From an optimization exercise on the open Yosys and OpenROAD flow, aimed at small area, a short achievable clock period and few clock cycles per item; shortcuts taken in it are not production practice. Function was checked by simulation only, so behaviour that the tests miss may differ from the original. No activity file was given, so power comes from the tool's default toggle rates.

--- design/flow/design.v ---
`timescale 1ns / 1ps
package rrjs_pkg;
   localparam int MAX_JOBS_DEFAULT  = 16;
   localparam int TIME_BITS_DEFAULT = 16;
   localparam int SLOT_W  = 4;
   localparam int FIELD_W = 16;
   localparam int SLICE_W = 8;
   localparam int EVENT_W = 3;
   localparam logic [SLICE_W-1:0] SLICE_RESET = 8'd2;
   localparam logic [SLICE_W-1:0] SLICE_MAX   = 8'hFF;
   typedef enum logic [2:0] {
      PH_EMPTY = 3'd0,
      PH_READY = 3'd1,
      PH_RUN   = 3'd2,
      PH_IO    = 3'd3,
      PH_DONE  = 3'd4
   } phase_type;
   typedef enum logic [EVENT_W-1:0] {
      EV_ADMIT  = 3'd0,
      EV_REJECT = 3'd1,
      EV_IDLE   = 3'd2,
      EV_RAN    = 3'd3,
      EV_FINISH = 3'd4,
      EV_TOIO   = 3'd5,
      EV_EXPIRE = 3'd6
   } event_type;
   typedef struct packed {
      logic capture;
      logic arrive;
      logic io_step;
      logic run;
      logic count;
      logic publish;
   } cmd_type;
   typedef struct packed {
      logic req_valid;
      logic req_tick;
      logic io_more;
      logic rsp_busy;
   } status_type;
endpackage
`timescale 1ns / 1ps
import rrjs_pkg::*;
module rrjs_ctrl (
   input  logic                  clock,
   input  logic                  reset,
   input  rrjs_pkg::status_type  sts,
   output rrjs_pkg::cmd_type     cmd,
   output logic                  req_ready
);
   typedef enum logic [4:0] {
      ST_IDLE    = 5'b00001,
      ST_ARRIVE  = 5'b00010,
      ST_IO      = 5'b00100,
      ST_COUNT   = 5'b01000,
      ST_PUBLISH = 5'b10000
   } state_type;
   state_type state_ff, state_in;
   always_comb begin
      state_in = state_ff;
      cmd      = '0;
      unique case (state_ff)
         ST_IDLE: begin
            if (sts.req_valid) begin
               cmd.capture = 1'b1;
               state_in    = sts.req_tick ? ST_IO : ST_ARRIVE;
            end
         end
         ST_ARRIVE: begin
            cmd.arrive = 1'b1;
            state_in   = ST_PUBLISH;
         end
         ST_IO: begin
            if (sts.io_more) begin
               cmd.io_step = 1'b1;
            end else begin
               cmd.run  = 1'b1;
               state_in = ST_COUNT;
            end
         end
         ST_COUNT: begin
            cmd.count = 1'b1;
            state_in  = ST_PUBLISH;
         end
         ST_PUBLISH: begin
            if (!sts.rsp_busy) begin
               cmd.publish = 1'b1;
               state_in    = ST_IDLE;
            end
         end
         default: begin
            state_in = ST_IDLE;
         end
      endcase
   end
   assign req_ready = (state_ff == ST_IDLE);
   always_ff @(posedge clock) begin
      if (reset) begin
         state_ff <= ST_IDLE;
      end else begin
         state_ff <= state_in;
      end
   end
endmodule
`timescale 1ns / 1ps
import rrjs_pkg::*;
module rrjs_dp #(
   parameter int MAX_JOBS  = rrjs_pkg::MAX_JOBS_DEFAULT,
   parameter int TIME_BITS = rrjs_pkg::TIME_BITS_DEFAULT
) (
   input  logic                          clock,
   input  logic                          reset,
   input  rrjs_pkg::cmd_type             cmd,
   output rrjs_pkg::status_type          sts,
   input  logic                          req_valid,
   input  logic                          req_action,
   input  logic [rrjs_pkg::SLOT_W-1:0]   req_arrive_job,
   input  logic [rrjs_pkg::FIELD_W-1:0]  req_burst_length,
   input  logic [rrjs_pkg::FIELD_W-1:0]  req_io_complete_mask,
   input  logic                          req_needs_io,
   input  logic                          csr_valid,
   input  logic [rrjs_pkg::SLICE_W-1:0]  csr_data,
   input  logic                          rsp_ready,
   output logic                          rsp_valid,
   output logic [rrjs_pkg::EVENT_W-1:0]  rsp_event_res,
   output logic [rrjs_pkg::SLOT_W-1:0]   rsp_job_slot,
   output logic [rrjs_pkg::FIELD_W-1:0]  rsp_remaining_after,
   output logic [rrjs_pkg::FIELD_W-1:0]  rsp_tick_now,
   output logic [rrjs_pkg::FIELD_W-1:0]  rsp_first_start,
   output logic [rrjs_pkg::FIELD_W-1:0]  rsp_finish_tick,
   output logic [rrjs_pkg::FIELD_W-1:0]  rsp_running_ticks,
   output logic [rrjs_pkg::FIELD_W-1:0]  rsp_ready_ticks,
   output logic [rrjs_pkg::FIELD_W-1:0]  rsp_waiting_io_ticks,
   output logic                          rsp_all_done
);
   localparam int SW = (MAX_JOBS > 1) ? $clog2(MAX_JOBS) : 1;
   localparam int CW = $clog2(MAX_JOBS + 1);
   localparam int TW = TIME_BITS;
   localparam logic [SW-1:0] LAST_SLOT = SW'(MAX_JOBS - 1);
   logic [2:0]        phase_ff [MAX_JOBS];
   logic [TW-1:0]     rem_ff   [MAX_JOBS];
   logic [TW-1:0]     start_ff [MAX_JOBS];
   logic [TW-1:0]     end_ff   [MAX_JOBS];
   logic [TW-1:0]     run_ff   [MAX_JOBS];
   logic [TW-1:0]     rdy_ff   [MAX_JOBS];
   logic [TW-1:0]     iow_ff   [MAX_JOBS];
   logic [SW-1:0]     fifo_ff  [MAX_JOBS];
   logic [SW-1:0]     head_ff, tail_ff;
   logic [CW-1:0]     rcount_ff;
   logic [SW-1:0]     iol_ff   [MAX_JOBS];
   logic [CW-1:0]     iocount_ff, p_ff, kept_ff;
   logic              run_valid_ff;
   logic [SW-1:0]     run_slot_ff;
   logic [SLICE_W-1:0] slice_ff;
   logic [SLICE_W-1:0] time_slice_ff;
   logic [TW-1:0]     tick_ff;
   logic [CW-1:0]     adm_ff, fin_ff;
   logic [SLOT_W-1:0]  arrive_ff;
   logic [FIELD_W-1:0] burst_ff;
   logic [FIELD_W-1:0] mask_ff;
   logic               ioreq_ff;
   logic               is_tick_ff;
   logic [EVENT_W-1:0] ev_ff;
   logic [SLOT_W-1:0]  slot_out_ff;
   logic [SW-1:0]      idx_ff;
   logic               has_job_ff;
   logic               rsp_valid_ff;
   logic [EVENT_W-1:0] rsp_ev_ff;
   logic [SLOT_W-1:0]  rsp_slot_ff;
   logic [FIELD_W-1:0] rsp_rem_ff, rsp_tick_ff, rsp_start_ff, rsp_end_ff;
   logic [FIELD_W-1:0] rsp_run_ff, rsp_rdy_ff, rsp_iow_ff;
   logic               rsp_done_ff;
   logic [SW+3:0]      arr_ext;
   logic               slot_ok, reject;
   logic [SW-1:0]      arr_idx;
   logic [TW+15:0]     burst_ext;
   assign arr_ext   = {{SW{1'b0}}, arrive_ff};
   assign slot_ok   = arr_ext < (SW + 4)'(MAX_JOBS);
   assign arr_idx   = arr_ext[SW-1:0];
   assign reject    = (burst_ff == '0) || !slot_ok || (phase_ff[arr_idx] != PH_EMPTY);
   assign burst_ext = {{TW{1'b0}}, burst_ff};
   logic [MAX_JOBS+15:0] mask_ext;
   logic [SW-1:0]        io_slot;
   logic                 io_hit;
   assign mask_ext = {{MAX_JOBS{1'b0}}, mask_ff};
   assign io_slot  = iol_ff[p_ff[SW-1:0]];
   assign io_hit   = mask_ext[p_ff];
   logic               disp, have;
   logic [SW-1:0]      run_s;
   logic [TW-1:0]      rem_cur, rem_new, run_new;
   logic [SLICE_W-1:0] slice_inc;
   logic               fin, to_io, expire, leaves;
   logic [SW+3:0]      run_ext;
   assign disp      = !run_valid_ff && (rcount_ff != '0);
   assign have      = run_valid_ff || disp;
   assign run_s     = run_valid_ff ? run_slot_ff : fifo_ff[head_ff];
   assign rem_cur   = rem_ff[run_s];
   assign rem_new   = (rem_cur != '0) ? rem_cur - 1'b1 : rem_cur;
   assign run_new   = (&run_ff[run_s]) ? run_ff[run_s] : run_ff[run_s] + 1'b1;
   assign slice_inc = (slice_ff == SLICE_MAX) ? slice_ff : slice_ff + 1'b1;
   assign fin       = (rem_new == '0);
   assign to_io     = !fin && ioreq_ff;
   assign expire    = !fin && !ioreq_ff && (slice_inc >= time_slice_ff);
   assign leaves    = fin || to_io || expire;
   assign run_ext   = {4'b0, run_s};
   logic               push_en, pop_en;
   logic [SW-1:0]      push_slot;
   always_comb begin
      push_en   = 1'b0;
      push_slot = arr_idx;
      if (cmd.arrive) begin
         push_en = !reject;
      end else if (cmd.io_step) begin
         push_en   = io_hit;
         push_slot = io_slot;
      end else if (cmd.run) begin
         push_en   = have && expire;
         push_slot = run_s;
      end
   end
   assign pop_en = cmd.run && disp;
   always_ff @(posedge clock) begin
      if (reset) begin
         for (int i = 0; i < MAX_JOBS; i++) begin
            phase_ff[i] <= PH_EMPTY;
         end
      end else if (cmd.arrive) begin
         if (!reject) begin
            phase_ff[arr_idx] <= PH_READY;
         end
      end else if (cmd.io_step) begin
         if (io_hit) begin
            phase_ff[io_slot] <= PH_READY;
         end
      end else if (cmd.run && have) begin
         if (fin) begin
            phase_ff[run_s] <= PH_DONE;
         end else if (to_io) begin
            phase_ff[run_s] <= PH_IO;
         end else if (expire) begin
            phase_ff[run_s] <= PH_READY;
         end else begin
            phase_ff[run_s] <= PH_RUN;
         end
      end
   end
   always_ff @(posedge clock) begin
      if (cmd.count) begin
         for (int i = 0; i < MAX_JOBS; i++) begin
            if (phase_ff[i] == PH_READY && !(&rdy_ff[i])) begin
               rdy_ff[i] <= rdy_ff[i] + 1'b1;
            end
            if (phase_ff[i] == PH_IO && !(&iow_ff[i])) begin
               iow_ff[i] <= iow_ff[i] + 1'b1;
            end
         end
      end else if (cmd.arrive) begin
         if (!reject) begin
            rem_ff[arr_idx]   <= burst_ext[TW-1:0];
            start_ff[arr_idx] <= '0;
            end_ff[arr_idx]   <= '0;
            run_ff[arr_idx]   <= '0;
            rdy_ff[arr_idx]   <= '0;
            iow_ff[arr_idx]   <= '0;
         end
      end else if (cmd.run && have) begin
         if (disp && run_ff[run_s] == '0) begin
            start_ff[run_s] <= tick_ff;
         end
         rem_ff[run_s] <= rem_new;
         run_ff[run_s] <= run_new;
         if (fin) begin
            end_ff[run_s] <= tick_ff;
         end
      end
   end
   always_ff @(posedge clock) begin
      if (push_en) begin
         fifo_ff[tail_ff] <= push_slot;
      end
      if (cmd.io_step && !io_hit) begin
         iol_ff[kept_ff[SW-1:0]] <= io_slot;
      end else if (cmd.run && have && to_io) begin
         iol_ff[kept_ff[SW-1:0]] <= run_s;
      end
   end
   always_ff @(posedge clock) begin
      if (reset) begin
         head_ff       <= '0;
         tail_ff       <= '0;
         rcount_ff     <= '0;
         iocount_ff    <= '0;
         p_ff          <= '0;
         kept_ff       <= '0;
         run_valid_ff  <= 1'b0;
         run_slot_ff   <= '0;
         slice_ff      <= '0;
         tick_ff       <= '0;
         adm_ff        <= '0;
         fin_ff        <= '0;
         time_slice_ff <= SLICE_RESET;
         rsp_valid_ff  <= 1'b0;
      end else begin
         if (csr_valid) begin
            time_slice_ff <= csr_data;
         end
         if (push_en) begin
            tail_ff <= (tail_ff == LAST_SLOT) ? '0 : tail_ff + 1'b1;
         end
         if (pop_en) begin
            head_ff <= (head_ff == LAST_SLOT) ? '0 : head_ff + 1'b1;
         end
         rcount_ff <= rcount_ff + CW'(push_en) - CW'(pop_en);
         if (cmd.capture) begin
            p_ff    <= '0;
            kept_ff <= '0;
         end
         if (cmd.io_step) begin
            p_ff <= p_ff + 1'b1;
            if (!io_hit) begin
               kept_ff <= kept_ff + 1'b1;
            end
         end
         if (cmd.arrive && !reject) begin
            adm_ff <= adm_ff + 1'b1;
         end
         if (cmd.run) begin
            iocount_ff <= kept_ff + CW'(have && to_io);
            if (have) begin
               run_slot_ff  <= run_s;
               run_valid_ff <= !leaves;
               slice_ff     <= leaves ? '0 : slice_inc;
               if (fin) begin
                  fin_ff <= fin_ff + 1'b1;
               end
            end
         end
         if (cmd.publish && is_tick_ff && !(&tick_ff)) begin
            tick_ff <= tick_ff + 1'b1;
         end
         if (cmd.publish) begin
            rsp_valid_ff <= 1'b1;
         end else if (rsp_ready) begin
            rsp_valid_ff <= 1'b0;
         end
      end
   end
   always_ff @(posedge clock) begin
      if (cmd.capture) begin
         is_tick_ff <= req_action;
         arrive_ff  <= req_arrive_job;
         burst_ff   <= req_burst_length;
         mask_ff    <= req_io_complete_mask;
         ioreq_ff   <= req_needs_io;
      end
      if (cmd.arrive) begin
         ev_ff       <= reject ? EV_REJECT : EV_ADMIT;
         slot_out_ff <= arrive_ff;
         idx_ff      <= arr_idx;
         has_job_ff  <= !reject;
      end else if (cmd.run) begin
         has_job_ff  <= have;
         idx_ff      <= run_s;
         slot_out_ff <= have ? run_ext[SLOT_W-1:0] : '0;
         if (!have) begin
            ev_ff <= EV_IDLE;
         end else if (fin) begin
            ev_ff <= EV_FINISH;
         end else if (to_io) begin
            ev_ff <= EV_TOIO;
         end else if (expire) begin
            ev_ff <= EV_EXPIRE;
         end else begin
            ev_ff <= EV_RAN;
         end
      end
   end
   logic [TW+15:0] w_rem, w_tick, w_start, w_end, w_run, w_rdy, w_iow;
   assign w_rem   = {16'b0, rem_ff[idx_ff]};
   assign w_tick  = {16'b0, tick_ff};
   assign w_start = {16'b0, start_ff[idx_ff]};
   assign w_end   = {16'b0, end_ff[idx_ff]};
   assign w_run   = {16'b0, run_ff[idx_ff]};
   assign w_rdy   = {16'b0, rdy_ff[idx_ff]};
   assign w_iow   = {16'b0, iow_ff[idx_ff]};
   always_ff @(posedge clock) begin
      if (cmd.publish) begin
         rsp_ev_ff    <= ev_ff;
         rsp_slot_ff  <= slot_out_ff;
         rsp_tick_ff  <= w_tick[FIELD_W-1:0];
         rsp_done_ff  <= (fin_ff == adm_ff);
         rsp_rem_ff   <= has_job_ff ? w_rem[FIELD_W-1:0]   : '0;
         rsp_start_ff <= has_job_ff ? w_start[FIELD_W-1:0] : '0;
         rsp_end_ff   <= has_job_ff ? w_end[FIELD_W-1:0]   : '0;
         rsp_run_ff   <= has_job_ff ? w_run[FIELD_W-1:0]   : '0;
         rsp_rdy_ff   <= has_job_ff ? w_rdy[FIELD_W-1:0]   : '0;
         rsp_iow_ff   <= has_job_ff ? w_iow[FIELD_W-1:0]   : '0;
      end
   end
   assign rsp_valid            = rsp_valid_ff;
   assign rsp_event_res        = rsp_ev_ff;
   assign rsp_job_slot         = rsp_slot_ff;
   assign rsp_remaining_after  = rsp_rem_ff;
   assign rsp_tick_now         = rsp_tick_ff;
   assign rsp_first_start      = rsp_start_ff;
   assign rsp_finish_tick      = rsp_end_ff;
   assign rsp_running_ticks    = rsp_run_ff;
   assign rsp_ready_ticks      = rsp_rdy_ff;
   assign rsp_waiting_io_ticks = rsp_iow_ff;
   assign rsp_all_done         = rsp_done_ff;
   assign sts.req_valid = req_valid;
   assign sts.req_tick  = req_action;
   assign sts.io_more   = (p_ff < iocount_ff);
   assign sts.rsp_busy  = rsp_valid_ff && !rsp_ready;
endmodule
`timescale 1ns / 1ps
import rrjs_pkg::*;
module round_robin_job_scheduler (
   input  logic        clock,
   input  logic        reset,
   input  logic        req_valid,
   output logic        req_ready,
   input  logic        req_action,
   input  logic [3:0]  req_arrive_job,
   input  logic [15:0] req_burst_length,
   input  logic [15:0] req_io_complete_mask,
   input  logic        req_needs_io,
   output logic        rsp_valid,
   input  logic        rsp_ready,
   output logic [2:0]  rsp_event_res,
   output logic [3:0]  rsp_job_slot,
   output logic [15:0] rsp_remaining_after,
   output logic [15:0] rsp_tick_now,
   output logic [15:0] rsp_first_start,
   output logic [15:0] rsp_finish_tick,
   output logic [15:0] rsp_running_ticks,
   output logic [15:0] rsp_ready_ticks,
   output logic [15:0] rsp_waiting_io_ticks,
   output logic        rsp_all_done,
   input  logic        csr_valid,
   output logic        csr_ready,
   input  logic [7:0]  csr_data
);
   rrjs_pkg::cmd_type    cmd;
   rrjs_pkg::status_type sts;
   rrjs_ctrl u_ctrl (
      .clock     (clock),
      .reset     (reset),
      .sts       (sts),
      .cmd       (cmd),
      .req_ready (req_ready)
   );
   rrjs_dp #(
      .MAX_JOBS  (MAX_JOBS_DEFAULT),
      .TIME_BITS (TIME_BITS_DEFAULT)
   ) u_dp (
      .clock                (clock),
      .reset                (reset),
      .cmd                  (cmd),
      .sts                  (sts),
      .req_valid            (req_valid),
      .req_action           (req_action),
      .req_arrive_job       (req_arrive_job),
      .req_burst_length     (req_burst_length),
      .req_io_complete_mask (req_io_complete_mask),
      .req_needs_io         (req_needs_io),
      .csr_valid            (csr_valid),
      .csr_data             (csr_data),
      .rsp_ready            (rsp_ready),
      .rsp_valid            (rsp_valid),
      .rsp_event_res        (rsp_event_res),
      .rsp_job_slot         (rsp_job_slot),
      .rsp_remaining_after  (rsp_remaining_after),
      .rsp_tick_now         (rsp_tick_now),
      .rsp_first_start      (rsp_first_start),
      .rsp_finish_tick      (rsp_finish_tick),
      .rsp_running_ticks    (rsp_running_ticks),
      .rsp_ready_ticks      (rsp_ready_ticks),
      .rsp_waiting_io_ticks (rsp_waiting_io_ticks),
      .rsp_all_done         (rsp_all_done)
   );
   assign csr_ready = 1'b1;
endmodule
--- design/flow/run.sh ---
#!/bin/bash
# synth_recipe.tcl (not shown) runs the flow's synth.tcl, then flattens the netlist and writes it again
# the make line also repeats each setting of config.mk as NAME=value (left out here)
make -C /OpenROAD-flow-scripts/flow DESIGN_CONFIG=/design/flow/config.mk WORK_HOME=/design/flow/orfs CLKGATE_MAP_FILE= SYNTH_SCRIPT=/design/flow/synth_recipe.tcl finish
--- design/flow/config.mk ---
export PLATFORM = sky130hd
export DESIGN_NAME = round_robin_job_scheduler
export DESIGN_NICKNAME = round_robin_job_scheduler
export VERILOG_FILES = /design/flow/design.v
export SDC_FILE = /design/flow/constraint.sdc
export NUM_CORES = 4
export LEC_CHECK = 0
export CAP_MARGIN = 20
export CORE_MARGIN = 2
export CORE_UTILIZATION = 40
export PLACE_DENSITY = 0.6
export SLEW_MARGIN = 20
--- design/flow/constraint.sdc ---
create_clock -name core_clock -period 10.0 [get_ports {clock}]
set_input_delay 2.0000 -clock core_clock [delete_from_list [all_inputs] [get_ports {clock}]]
set_output_delay 2.0000 -clock core_clock [all_outputs]
set_load 0.01 [all_outputs]
==> results.json <==
{
  "cts-hold-fix-buffers": 0,
  "antenna_found_initial": 11,
  "cts_max_path_buffers": 3,
  "status": "no timing/DRC/antenna violations",
  "routed_wl_um": 245000,
  "dp_hpwl_um": 160000,
  "die_area_um2": 226000,
  "setup.worst_path.start_class": "register",
  "ys_top_cells_by_count": "edfxtp_1, nor2_1, nand2_1, dfxtp_1, mux4_2",
  "ys_warn_count": 2,
  "grt_pass1_wl_um": 363000,
  "synth_fp_nets": 6827,
  "power_density_nw_per_um2": 172,
  "drv_slew": 0,
  "fin_nets": 7005,
  "netlist.area_leader.share": 0.462,
  "timing.fmax_ghz": 0.122,
  "dr_total_vias": 57488,
  "synthArstFlopShare": 0,
  "place_congestion": 0.870,
  "io_buffers": 172,
  "hold_viol_final": 0,
  "yosysUniqueCellTypes": 97,
  "r2r_slack_ns": 1.83,
  "root_buffer": "clkbuf_16",
  "yosysMostFrequentCell": "edfxtp_1",
  "synth_flop_cell": "edfxtp_1",
  "vdd_drop_max_v": 0.000186,
  "clock_latency_ns": 0.88,
  "worstPathArrival_ns": 8.93,
  "rsz0062_at_grt": "false",
  "yosys-top-cells-area": "edfxtp_1, dfxtp_1, mux4_2, nor2_1, xor2_1",
  "ios": 174,
  "numCtsBuffers": 203,
  "routedWlPerCell_um": 24.4,
  "drtIter0Drc": 5873,
  "path_max_fanout": 73,
  "rows": 173,
  "holdCritStartpoint": "u_dp.slot_out_ff[3]",
  "path_class": "register to register",
  "worst_pin_slew_ns": 1.16,
  "crit_path_end_kind": "register",
  "grt_max_degree": 144,
  "yosysTopAreaCell": "edfxtp_1",
  "postCtsSetupBuffers": 0,
  "final_layout_size_suffix_gt1_frac": 0.158,
  "grt-ovfl-total": 0,
  "cts_tree": "built",
  "max_slew_margin": 0.223,
  "leakagePower_nw": 33.1,
  "placedCellCount": 9651,
  "grt_pass1_vias": 56225,
  "synth-seq-cells": 1975,
  "cts_sinks": 1975,
  "fin_ws_ns": 1.83,
  "drtAntennaViolNets": 0,
  "fin_worst_skew_ns": 0.0702,
  "synth-edff-count": 1370,
  "drv_cap": 0,
  "cts-resized-gates": 0,
  "die_y_um": 476,
  "fin_crit_sh": 0.817,
  "clk_pin_slew_ns": 0.06,
  "area_growth_pct": 14.1,
  "synth.avg_cell_area_um2": 13.3,
  "cts_htree_levels": 4,
  "drtPass1Iterations": 6,
  "yosysSeqAreaShare": 0.599,
  "crit_required_ns": 10.75,
  "grt.total_usage": 0.214,
  "die_x_um": 476,
  "finalSetupTns_ns": 0,
  "period_minus_slack_ns": 8.17,
  "start_util": 0.401,
  "syn_inst": 6706,
  "holdCritPathClass": "register to register",
  "pre_cts_slack_ns": 1.98,
  "syn_area_um2": 89000,
  "fin_cells": 10046,
  "core_um2": 222000,
  "drcViolationCount": 0,
  "vias_per_cell": 5.72,
  "finalSetupViolations": 0
}
[final cells by class]
| cell class | count | area [um2] |
|---|---|---|
| Inverter | 84 | 315 |
| Tap cell | 2975 | 3720 |
| Multi-Input combinational cell | 4300 | 34400 |
| Sequential cell | 1975 | 53300 |
| Timing Repair Buffer | 320 | 2930 |
| Fill cell | 19715 | 120000 |
| Antenna cell | 7 | 17.5 |
| Clock inverter | 130 | 1480 |
| Clock buffer | 255 | 5440 |
[cells by family after synthesis]
family / count (synthesis) / synth area share
other: 1 / 0.0000422
DFF: 1975 / 0.599
buffers and inverters: 431 / 0.0198
adders and majority gates: 70 / 0.00993
muxes: 671 / 0.149
and+or+nand+nor: 2512 / 0.133
xor gates and xnor gates: 494 / 0.0486
AOI/OAI and AO/OA: 552 / 0.0405
[layout by cell type, fill, tap and decap left out, types with 82 or more instances in the layout]
cell,n
mux4_2,523
xor2_1,330
clkdlybuf4s50_1,171
dfxtp_1,604
nor2_1,814
nand2_1,630
buf_4,141
nand4_1,142
nor3_1,103
and2_1,170
mux2i_1,125
edfxtp_1,1370
inv_1,82
o21ai_0,99
clkbuf_16,206
a21oi_1,161
and3_1,111
nand3_1,242
xnor2_1,164
[flip-flops by register name (all words and copies together) (netlist names), 48 cells and up, named ones only]
| register | cells |
|---|---|
| u_dp.end_ff | 256 |
| u_dp.iow_ff | 256 |
| u_dp.rdy_ff | 256 |
| u_dp.rem_ff | 256 |
| u_dp.run_ff | 256 |
| u_dp.start_ff | 256 |
| u_dp.fifo_ff | 64 |
| u_dp.iol_ff | 64 |
| u_dp.phase_ff | 48 |
[report_power, final]
part | switching [mW] | internal (mW) | total (mW)
Combinational | 0.531 | 0.281 | 0.812
Clock | 3.34 | 4.48 | 7.82
Sequential | 0.0506 | 8.79 | 8.84
[critical path, cell delays in order (launching register included)]
cell       delay, ns
dfxtp_1         0.56
buf_4           0.33
mux2_1          0.35
mux4_2          0.54
o221ai_4        0.20
buf_4           0.54
buf_4           0.82
o21ai_0         0.21
a22oi_1         0.29
o2111ai_1       0.35
nor4_4          0.54
nand3_1         0.27
o32ai_1         0.39
o2111ai_2       0.26
nor4_4          0.55
o31ai_2         0.26
ha_1            0.32
fa_1            0.45
a21oi_1         0.18
nor2_1          0.07
or3_1           0.35
a21oi_1         0.15
[routing by layer]
metal | track usage | part of all wire
met3 | 0.0363 | 0.071
met5 | 0 | 0.000053
met4 | 0.0644 | 0.029
met1 | 0.298 | 0.43
met2 | 0.344 | 0.47
[per-stage QoR]
stage / cell area, um2 / util / total power, mW / hold slack (ns)
4_1_cts: 101000 / 0.457 / 17.6 / 0.448
3_3_place_gp: 94400 / 0.426 / 9.81 / 0.434
5_1_grt: 101000 / 0.458 / 18.0 / 0.449
6_report: 102000 / 0.458 / 17.5 / 0.444
3_5_place_dp: 94500 / 0.426 / 9.82 / 0.434
2_1_floorplan: 89000 / - / 9.49 / 0.400
[worst paths after layout]
kind	endpoint	cells past startpoint
max reg2reg	u_dp.rcount_ff[4]	21
min reg2reg	u_dp.rsp_slot_ff[3]	0
max	u_dp.rcount_ff[4]	21
min	u_dp.rsp_slot_ff[3]	0
Testbench counts, summed over its fixed seeds: cycles 26,152, items 6,000.

==> port drivers added, routing unchanged <==
In the flow no input, the clock included, has a driving cell. The finished layout below was timed again as built, in two steps. Step 1 sets driving cells, clkbuf_16 on the clock port and buf_2 on the other inputs (assumed; they add their load-dependent delay and slew). Step 2 moves the port delays by t, midway between the first and last clock arrival at a register: inputs arrive t later, outputs are due t later. That takes back most of the time a late clock gives input paths. Three values: ideal ports, drivers, drivers and shift; two values: the first two.
shift t [ns]: 0.929
setup slack, ns: 1.827 / 1.827 / 1.827
hold slack, ns: 0.444 / 0.444 / 0.444
worst setup path at the end: register to register
latest minus earliest clock arrival (ns): 0.071 / 0.071
After both steps setup and hold are still met in this run. The setup slack of this run moves by 0.000 ns with the drivers and by 0.000 ns with both steps.
